From an optimization exercise on the open Yosys and OpenROAD flow, aimed at a short achievable clock period and few clock cycles; shortcuts taken in it are not production practice.
At most, simulation tests tie the RTL to the original design; equivalence was not proved.
No driver is modelled on the clock port, so clocking that relies on it looks cheaper here than on a real chip.
Power figures rest on the tool's default switching activity, not on a simulated workload.

quartz:
==> flow/design.v <==
package rt_pkg;
  typedef logic signed [31:0] fixed_t;   
  typedef struct packed {
    fixed_t z;
    fixed_t y;
    fixed_t x;
  } vec3_t;
  typedef struct packed {
    vec3_t dir;
    vec3_t orig;
  } ray_t;
  typedef struct packed {
    vec3_t v2;
    vec3_t v1;
    vec3_t v0;
  } tri_t;
  localparam int unsigned RAY_HWORDS = 12;
  localparam int unsigned CNT_HWORDS = 2;
  localparam int unsigned TRI_HWORDS = 18;
  localparam logic [1:0] IssHdr  = 2'd0;   
  localparam logic [1:0] IssWait = 2'd1;   
  localparam logic [1:0] IssTri  = 2'd2;   
  localparam logic [1:0] IssEnd  = 2'd3;   
endpackage
module avm_read_issuer #(
  parameter int unsigned MAX_PEND = 4
) (
  input  logic        clk,
  input  logic        reset,
  input  logic        load_i,         
  input  logic [31:0] load_addr_i,
  input  logic        nz_i,           
  input  logic        zero_i,         
  input  logic        cnt_i,          
  input  logic [31:0] cnt_val_i,
  input  logic        take_i,         
  input  logic        rsp_i,          
  input  logic        waitrequest_i,
  output logic        read_o,
  output logic [31:0] address_o
);
  localparam logic [5:0] SPACE = 6'(2 * rt_pkg::TRI_HWORDS);
  logic [1:0]  ph_q, ph_d;
  logic        read_q, read_d;
  logic [31:0] addr_q;
  logic [4:0]  hw_q, hw_d;
  logic [31:0] left_q;               
  logic        dec_q, dec_d;         
  logic [2:0]  pend_q, pend_d;
  logic [5:0]  space_q, space_d;
  logic        nz_q, nz_d;           
  logic        acc;
  logic        hw_last, rec_last, nz;
  logic        can_acc, can_noacc;
  logic        pend_ok_acc, pend_ok_noacc;
  assign acc      = read_q && !waitrequest_i;
  assign hw_last  = (ph_q == rt_pkg::IssHdr) ? (hw_q == 5'd13) : (hw_q == 5'd17);
  assign rec_last = (left_q == 32'd1);
  assign nz       = nz_q || nz_i;
  always_comb begin
    can_acc   = 1'b0;
    can_noacc = 1'b0;
    unique case (ph_q)
      rt_pkg::IssHdr: begin
        can_acc   = !hw_last || nz;
        can_noacc = 1'b1;
      end
      rt_pkg::IssWait: begin
        can_acc   = 1'b0;
        can_noacc = nz_i;
      end
      rt_pkg::IssTri: begin
        can_acc   = !(hw_last && rec_last) && (space_q > 6'd1);
        can_noacc = (space_q != 6'd0);
      end
      default: ;
    endcase
  end
  assign pend_ok_acc   = rsp_i || (pend_q < 3'(MAX_PEND - 1));
  assign pend_ok_noacc = rsp_i || (pend_q < 3'(MAX_PEND));
  always_comb begin
    if (read_q) read_d = waitrequest_i || (can_acc && pend_ok_acc);
    else        read_d = can_noacc && pend_ok_noacc;
    ph_d    = ph_q;
    hw_d    = hw_q;
    dec_d   = 1'b0;
    space_d = space_q;
    pend_d  = pend_q + 3'(acc) - 3'(rsp_i);
    nz_d    = nz_q || nz_i;
    if (acc) begin
      hw_d = hw_last ? 5'd0 : hw_q + 5'd1;
      if (ph_q == rt_pkg::IssHdr && hw_last) begin
        ph_d    = nz ? rt_pkg::IssTri : rt_pkg::IssWait;
        space_d = SPACE;
      end
      if (ph_q == rt_pkg::IssTri) begin
        space_d = space_q - 6'd1;
        if (hw_last) begin
          dec_d = 1'b1;
          if (rec_last) ph_d = rt_pkg::IssEnd;
        end
      end
    end
    if (take_i) space_d = space_d + 6'(rt_pkg::TRI_HWORDS);
    if (ph_q == rt_pkg::IssWait) begin
      if (nz_i)   ph_d = rt_pkg::IssTri;
      if (zero_i) ph_d = rt_pkg::IssEnd;
    end
    if (load_i) begin
      read_d  = 1'b1;
      ph_d    = rt_pkg::IssHdr;
      hw_d    = '0;
      pend_d  = '0;
      nz_d    = 1'b0;
    end
  end
  always_ff @(posedge clk) begin
    if (!reset) begin
      read_q  <= 1'b0;
      ph_q    <= rt_pkg::IssEnd;
      hw_q    <= '0;
      dec_q   <= 1'b0;
      pend_q  <= '0;
      space_q <= '0;
      nz_q    <= 1'b0;
    end else begin
      read_q  <= read_d;
      ph_q    <= ph_d;
      hw_q    <= hw_d;
      dec_q   <= dec_d;
      pend_q  <= pend_d;
      space_q <= space_d;
      nz_q    <= nz_d;
    end
  end
  always_ff @(posedge clk) begin
    if (load_i)      addr_q <= load_addr_i;
    else if (acc)    addr_q <= addr_q + 32'd2;
    if (cnt_i)       left_q <= cnt_val_i;
    else if (dec_q)  left_q <= left_q - 32'd1;
  end
  assign read_o    = read_q;
  assign address_o = addr_q;
endmodule
module scene_fetch #(
  parameter int unsigned MAX_PEND = 4
) (
  input  logic                 clk,
  input  logic                 reset,
  input  logic                 start,
  input  logic [31:0]          base_addr,
  output logic                 avm_m0_read,
  output logic [31:0]          avm_m0_address,
  output logic [1:0]           avm_m0_byteenable,
  input  logic                 avm_m0_waitrequest,
  input  logic [15:0]          avm_m0_readdata,
  input  logic                 avm_m0_readdatavalid,
  output logic [191:0]         o_ray,
  output logic                 o_ray_valid,
  output logic [287:0]         o_tri,
  output logic [31:0]          o_tri_index,
  output logic                 o_tri_valid,
  input  logic                 i_tri_ready,
  output logic                 o_tri_last,
  output logic [31:0]          o_tri_cnt,
  output logic                 o_busy,
  output logic                 o_done
);
  logic         busy_q, done_q, done_d;
  logic         load;
  logic         rdv;
  logic [15:0]  rd;
  logic         rx_tri_q, rx_tri_d;
  logic [4:0]   rx_hw_q, rx_hw_d;
  logic [287:0] rec_q, rec_d;
  logic         full_q, full_d;      
  logic         lo_nz_q;             
  logic         h11_q, h12_q, h13_q, t17_q;
  logic         ray_ld_q, cnt_ld_q, zero_q, tri_ld_q;
  logic [191:0] ray_q;
  logic         ray_valid_q, ray_valid_d;
  logic [31:0]  cnt_q;
  logic [287:0] tri_q;
  logic         tri_valid_q, tri_valid_d;
  logic [31:0]  idx_q, ld_q;         
  logic [31:0]  ld_left_q;           
  logic         last_q;
  logic         take_q;
  logic         ray_ld, lo_rx, cnt_ld, tri_ld, rec_end, handshake, rd_nz, nz_ev, zero_ev;
  assign rdv       = avm_m0_readdatavalid;
  assign rd        = avm_m0_readdata;
  assign load      = start && !busy_q;
  assign handshake = tri_valid_q && i_tri_ready;
  assign rec_d   = rdv ? {rd, rec_q[287:16]} : rec_q;
  assign ray_ld  = rdv && h11_q;
  assign lo_rx   = rdv && h12_q;
  assign cnt_ld  = rdv && h13_q;
  assign rd_nz   = (rd != 16'd0);
  assign nz_ev   = (lo_rx || cnt_ld) && rd_nz;
  assign zero_ev = cnt_ld && !rd_nz && !lo_nz_q;
  assign rec_end = rdv && t17_q;
  assign tri_ld  = (full_q && !tri_valid_q) || (rdv && t17_q && !tri_valid_q);
  avm_read_issuer #(.MAX_PEND(MAX_PEND)) u_issuer (
    .clk           (clk),
    .reset         (reset),
    .load_i        (load),
    .load_addr_i   (base_addr),
    .nz_i          (nz_ev),
    .zero_i        (zero_ev),
    .cnt_i         (cnt_ld_q),
    .cnt_val_i     (rec_q[287:256]),
    .take_i        (take_q),
    .rsp_i         (rdv),
    .waitrequest_i (avm_m0_waitrequest),
    .read_o        (avm_m0_read),
    .address_o     (avm_m0_address)
  );
  always_comb begin
    rx_tri_d = rx_tri_q;
    rx_hw_d  = rx_hw_q;
    full_d   = full_q;
    done_d   = zero_q || (handshake && last_q);
    if (rdv) begin
      if (cnt_ld) begin
        rx_tri_d = 1'b1;
        rx_hw_d  = '0;
      end else if (rec_end) begin
        rx_hw_d  = '0;
      end else begin
        rx_hw_d  = rx_hw_q + 5'd1;
      end
    end
    if (rec_end) full_d = 1'b1;
    if (tri_ld)  full_d = 1'b0;
    if (load) begin
      rx_tri_d = 1'b0;
      rx_hw_d  = '0;
      full_d   = 1'b0;
    end
  end
  assign ray_valid_d = !load && (ray_ld_q || ray_valid_q);
  assign tri_valid_d = (tri_valid_q && !i_tri_ready) || tri_ld;
  always_ff @(posedge clk) begin
    if (!reset) begin
      busy_q      <= 1'b0;
      done_q      <= 1'b0;
      rx_tri_q    <= 1'b0;
      rx_hw_q     <= '0;
      h11_q       <= 1'b0;
      h12_q       <= 1'b0;
      h13_q       <= 1'b0;
      t17_q       <= 1'b0;
      full_q      <= 1'b0;
      ray_ld_q    <= 1'b0;
      cnt_ld_q    <= 1'b0;
      zero_q      <= 1'b0;
      tri_ld_q    <= 1'b0;
      ray_valid_q <= 1'b0;
      tri_valid_q <= 1'b0;
      take_q      <= 1'b0;
    end else begin
      busy_q      <= load || (busy_q && !done_q);
      done_q      <= done_d;
      rx_tri_q    <= rx_tri_d;
      rx_hw_q     <= rx_hw_d;
      h11_q       <= !rx_tri_d && (rx_hw_d == 5'd11);
      h12_q       <= !rx_tri_d && (rx_hw_d == 5'd12);
      h13_q       <= !rx_tri_d && (rx_hw_d == 5'd13);
      t17_q       <= rx_tri_d && (rx_hw_d == 5'd17);
      full_q      <= full_d;
      ray_ld_q    <= ray_ld;
      cnt_ld_q    <= cnt_ld;
      zero_q      <= zero_ev;
      tri_ld_q    <= tri_ld;
      ray_valid_q <= ray_valid_d;
      tri_valid_q <= tri_valid_d;
      take_q      <= handshake;
    end
  end
  always_ff @(posedge clk) begin
    rec_q <= rec_d;
    if (lo_rx)    lo_nz_q <= rd_nz;
    if (ray_ld_q) ray_q   <= rec_q[287:96];
    if (cnt_ld_q) begin
      cnt_q     <= rec_q[287:256];
      ld_q      <= '0;
      ld_left_q <= rec_q[287:256];
    end else if (tri_ld_q) begin
      ld_q      <= ld_q + 32'd1;
      ld_left_q <= ld_left_q - 32'd1;
    end
    if (tri_ld) begin
      tri_q  <= rec_d;
      idx_q  <= ld_q;
      last_q <= (ld_left_q == 32'd1);
    end
  end
  assign avm_m0_byteenable = 2'b11;
  assign o_ray       = ray_q;
  assign o_ray_valid = ray_valid_q;
  assign o_tri       = tri_q;
  assign o_tri_index = idx_q;
  assign o_tri_valid = tri_valid_q;
  assign o_tri_last  = last_q;
  assign o_tri_cnt   = cnt_q;
  assign o_busy      = busy_q;
  assign o_done      = done_q;
endmodule
clock: 8.0 ns
lec_check: 0
abc_clock_period_in_ps: 2500
cap_margin: 20
core_margin: 2
core_utilization: 40
setup_slack_margin: 5
slew_margin: 20
standard.sh (not shown) runs the stock make flow with config.mk's settings and CLKGATE_MAP_FILE= SYNTH_SCRIPT=/design/flow/synth_recipe.tcl, a recipe that flattens the netlist after the stock synthesis.
==> flow/flow/run.sh <==
#!/bin/bash
# Standard ORFS layout with three changes: timing repair aims for 6 ns of setup slack,
# clock sinks are clustered 25 per leaf buffer within 100 um, and the clock tree's root
# buffer is removed after CTS (flow/pre_cts.tcl) so the clock port drives the 4 first-level
# buffers directly. ORFS writes each step's log under orfs/logs; make's output goes to
# flow_make.log.
set -euo pipefail
bash standard.sh SETUP_SLACK_MARGIN=6 CTS_CLUSTER_SIZE=25 CTS_CLUSTER_DIAMETER=100 \
  PRE_CTS_TCL="$PWD/flow/pre_cts.tcl" finish > flow_make.log 2>&1
==> flow/flow/pre_cts.tcl <==
proc my_remove_clock_root {} {
  set block [ord::get_db_block]
  set port [$block findBTerm clk]
  set net [$port getNet]
  set loads {}
  foreach it [$net getITerms] { if {[$it isInputSignal]} { lappend loads $it } }
  if {[llength $loads] != 1} { puts "ROOTRM: clk has [llength $loads] loads, left alone"; return }
  set root [[lindex $loads 0] getInst]
  set master [[$root getMaster] getName]
  if {![string match "sky130_fd_sc_hd__clkbuf_*" $master]} { puts "ROOTRM: root is $master, left alone"; return }
  set rname [$root getName]
  set onet [[$root findITerm X] getNet]
  set sinks {}
  foreach it [$onet getITerms] { if {[$it getInst] != $root} { lappend sinks $it } }
  if {[llength $sinks] > 4 || [llength [$onet getBTerms]] > 0} { puts "ROOTRM: root drives [llength $sinks] cells, left alone"; return }
  foreach it $sinks { $it disconnect; $it connect $net }
  [$root findITerm A] disconnect
  [$root findITerm X] disconnect
  odb::dbInst_destroy $root
  odb::dbNet_destroy $onet
  puts "ROOTRM: removed root buffer $rname; clk now drives [llength $sinks] buffers"
}

rename clock_tree_synthesis my_orig_clock_tree_synthesis
proc clock_tree_synthesis {args} {
  my_orig_clock_tree_synthesis {*}$args
  my_remove_clock_root
}
Testbench counts of quartz, summed over its fixed seeds: cycles 88,925.
Input-level comparison between juniper and quartz:
--- a/flow/design.v
+++ b/flow/design.v
@@ -176,5 +176,4 @@
   logic         full_q, full_d;      
   logic         lo_nz_q;             
-  logic         h11_q, h12_q, h13_q, t17_q;
   logic         ray_ld_q, cnt_ld_q, zero_q, tri_ld_q;
   logic [191:0] ray_q;
@@ -193,12 +192,12 @@
   assign handshake = tri_valid_q && i_tri_ready;
   assign rec_d   = rdv ? {rd, rec_q[287:16]} : rec_q;
-  assign ray_ld  = rdv && h11_q;
-  assign lo_rx   = rdv && h12_q;
-  assign cnt_ld  = rdv && h13_q;
+  assign ray_ld  = rdv && !rx_tri_q && (rx_hw_q == 5'd11);
+  assign lo_rx   = rdv && !rx_tri_q && (rx_hw_q == 5'd12);
+  assign cnt_ld  = rdv && !rx_tri_q && (rx_hw_q == 5'd13);
   assign rd_nz   = (rd != 16'd0);
   assign nz_ev   = (lo_rx || cnt_ld) && rd_nz;
   assign zero_ev = cnt_ld && !rd_nz && !lo_nz_q;
-  assign rec_end = rdv && t17_q;
-  assign tri_ld  = (full_q && !tri_valid_q) || (rdv && t17_q && !tri_valid_q);
+  assign rec_end = rdv && rx_tri_q && (rx_hw_q == 5'd17);
+  assign tri_ld  = (full_q || rec_end) && !tri_valid_q;
   avm_read_issuer #(.MAX_PEND(MAX_PEND)) u_issuer (
     .clk           (clk),
@@ -247,8 +246,4 @@
       rx_tri_q    <= 1'b0;
       rx_hw_q     <= '0;
-      h11_q       <= 1'b0;
-      h12_q       <= 1'b0;
-      h13_q       <= 1'b0;
-      t17_q       <= 1'b0;
       full_q      <= 1'b0;
       ray_ld_q    <= 1'b0;
@@ -264,8 +259,4 @@
       rx_tri_q    <= rx_tri_d;
       rx_hw_q     <= rx_hw_d;
-      h11_q       <= !rx_tri_d && (rx_hw_d == 5'd11);
-      h12_q       <= !rx_tri_d && (rx_hw_d == 5'd12);
-      h13_q       <= !rx_tri_d && (rx_hw_d == 5'd13);
-      t17_q       <= rx_tri_d && (rx_hw_d == 5'd17);
       full_q      <= full_d;
       ray_ld_q    <= ray_ld;
Every stage of the flow completed for juniper, and the final layout passed the timing, DRC and antenna checks.
juniper vs quartz, delay of the slowest cell on the worst path went down by 0.28 ns.
Relative to quartz, the maximum number of pins on one net before global-route repair measured on juniper has decreased by a few percent.
Going from quartz to juniper, leakage power figure shrank by a few percent.
Measured against each other, quartz and juniper differ in synthesized area, the lower figure coming from juniper.
Against quartz, worst setup skew after layout in juniper came out better.
Share of synthesized cell area in and, or, nand and nor gates was lower in the run labelled juniper.
Total wire length (higher): quartz
On standard cell core area, the lower figure sits with juniper, not quartz.
Compared juniper against quartz; final setup violation count within noise.
juniper against quartz; first-pass GRT wire length is down by more than 10%.
Between quartz and juniper, setup slack is lower for juniper, quartz comes in above that.
Lower critical path depth among quartz and juniper: quartz
Taking quartz as 1.0, juniper lands at 0.913 on via count.
For juniper, only the layout was checked, not whether the RTL still works.

## re-timing with driven ports
No port has a modelled driver above. Below, the same layouts with a new extraction and two added sets of constraints. Step 1 assumes that a clkbuf_16 drives the clock port and a buf_2 every other input. Step 2, shift: input delay + t, output delay - t, t = (earliest + latest rising clock arrival at the registers) / 2. This alone moves slack from input paths to output paths. Slacks: no drivers / after step 1 / after step 2; pairs: no drivers / after step 1.
run | t (ns) | setup WS [ns] | worst setup path after step 2 | worst slew at a driven data input, ns
quartz | 0.578 | 5.217 / 5.088 / 4.534 | input to register | 0.48
juniper | 0.549 | 5.179 / 4.960 / 4.411 | input to register | 0.38
After both steps every run listed still meets setup and hold. The setup slack of juniper, which loses most, moves by -0.219 ns with the drivers and by -0.768 ns with both steps.
